This is an optimization exercise on Yosys and OpenROAD, whose aim is small area, a short achievable clock period and few clock cycles per item, not a production implementation. The RTL was checked by simulation tests, not by an equivalence proof against the original design.

run 1:
Design DataPath, start of the top module:
module DataPath (
	input logic Clock,
	input logic rst,
	input logic pcIn,
	input logic irIn,
	input logic yIn,
	input logic marIn,
	input logic mdrIn,
	input logic zIn,
	input logic [15:0] regIn,
	input logic pcOut,
	input logic irOut,
	input logic zHiOut,
	input logic zLoOut,
	input logic mdrOut,
	input logic [15:0] regOut,
	input logic read,
	input logic incPc,
	input logic [3:0] aluOp,
	input logic [31:0] mdataIn,
	input logic mdReq,
	output logic mdAck,
	output logic [31:0] busOut,
	output logic [31:0] memAddr
);
	localparam int NumRegs = 16;
	logic [NumRegs*dataPkg::WordBits-1:0] regs;
	dataPkg::wordT pc, ir, y;
	dataPkg::wordT mdr;
	dataPkg::wordT zHi, zLo;
	dataPkg::wordT busM;   
	logic mdReqInt;
	logic mdIsDiv;
	dataPkg::wordT mdA, mdB, mdANorm;
	logic [4:0] mdNormAmt;
	logic mdAckInt;
	logic mdALtB;
	dataPkg::dwordT mdResult;
	assign busM = busOut & {dataPkg::WordBits{~rst}};
	RegisterFile #(.NumRegs(NumRegs)) regFile0 (
		.Clock(Clock), .rst(rst), .busM(busM),
		.pcIn(pcIn), .irIn(irIn), .yIn(yIn), .regIn(regIn),
		.regs(regs), .pc(pc), .ir(ir), .y(y)
	);
	MemoryPort memPort0 (
		.Clock(Clock), .rst(rst), .busM(busM), .mdataIn(mdataIn),
		.marIn(marIn), .mdrIn(mdrIn), .read(read),
		.mar(memAddr), .mdr(mdr)
	);
	BusMux #(.NumRegs(NumRegs)) busMux0 (
		.regs(regs), .pc(pc), .ir(ir), .zHi(zHi), .zLo(zLo), .mdr(mdr),
		.pcOut(pcOut), .irOut(irOut), .zHiOut(zHiOut), .zLoOut(zLoOut),
		.mdrOut(mdrOut), .regOut(regOut), .busOut(busOut)
	);
	AluStage alu0 (
  ...
clock: 10.0 ns
lec_check: 0
abc_area: 1
cap_margin: 20
core_margin: 2
core_utilization: 30
setup_slack_margin: 4.5
slew_margin: 20
run.sh (not shown) runs the stock make flow with config.mk's settings and CLKGATE_MAP_FILE= SYNTH_SCRIPT=/design/flow/synth_recipe.tcl, a recipe that flattens the netlist after the stock synthesis.
Testbench counts of run 1, summed over its fixed seeds: cycles 146,723, items 20,000.
For run 2, these inputs were changed with respect to run 1:
# run 1
export LEC_CHECK = 0
export ABC_AREA = 1
export CAP_MARGIN = 20
export CORE_MARGIN = 2
export CORE_UTILIZATION = 30
export SETUP_SLACK_MARGIN = 4.5
export SLEW_MARGIN = 20
create_clock -name core_clock -period 10.0 [get_ports {Clock}]
# run 2
export LEC_CHECK = 0
export ABC_AREA = 1
export CAP_MARGIN = 20
export CORE_MARGIN = 2
export CORE_UTILIZATION = 30
export SETUP_SLACK_MARGIN = 3.5
export SLEW_MARGIN = 20
create_clock -name core_clock -period 10.0 [get_ports {Clock}]
Results
Comparing run 1 against run 2, there is no change at all in count of pins over their slew limit. Diff run 1..run 2 | die footprint | unchanged. Run 2 does worse than run 1 on highest clock frequency the design can meet.
Input changes introduced in run 3 (baseline for comparison: run 2):
# run 2
export LEC_CHECK = 0
export ABC_AREA = 1
export CAP_MARGIN = 20
export CORE_MARGIN = 2
export CORE_UTILIZATION = 30
export SETUP_SLACK_MARGIN = 3.5
export SLEW_MARGIN = 20
create_clock -name core_clock -period 10.0 [get_ports {Clock}]
# run 3
export LEC_CHECK = 0
export ABC_AREA = 1
export CAP_MARGIN = 20
export CORE_MARGIN = 2
export CORE_UTILIZATION = 50
export CTS_BUF_LIST = sky130_fd_sc_hd__clkbuf_8
export SETUP_SLACK_MARGIN = 5.0
export SLEW_MARGIN = 20
create_clock -name core_clock -period 10.0 [get_ports {Clock}]
Findings:
Run 3: PASS, flow complete, no timing, DRC or antenna violations
Between run 2 and run 3, fraction of standard cell area that is sequential is lower for run 3, run 2 comes in above that.
The amount of wire on met3 after detailed routing in run 3 is 1.5 times that in run 2.
In the tables for run 2 and run 3, hold slack reads lower with run 2.
Run 3 vs run 2 — critical path depth rose 4.

==> re-timing with driven ports <==
No port has a modelled driver above. Below, the same layouts with a new extraction and two added sets of constraints. Step 1, drivers: a clkbuf_16 drives Clock and a buf_2 each remaining input, both assumed. Step 2, shift: input delay + t, output delay - t, t = (earliest + latest rising clock arrival at the registers) / 2. This alone moves slack from input paths to output paths. Slacks: no drivers / after step 1 / after step 2; pairs: no drivers / after step 1.
| run | t (ns) | setup slack, ns | hold WS [ns] |
|---|---|---|---|
| run 1 | 0.788 | 4.156 / 4.101 / 3.486 | 0.489 / 0.489 / 0.489 |
| run 2 | 0.776 | 3.580 / 3.538 / 2.951 | 0.489 / 0.489 / 0.489 |
| run 3 | 0.925 | 4.103 / 4.027 / 3.353 | 0.502 / 0.502 / 0.502 |
After both steps setup and hold are still met in every run listed. The setup slack of run 3, which loses most, moves by -0.076 ns with the drivers and by -0.750 ns with both steps.
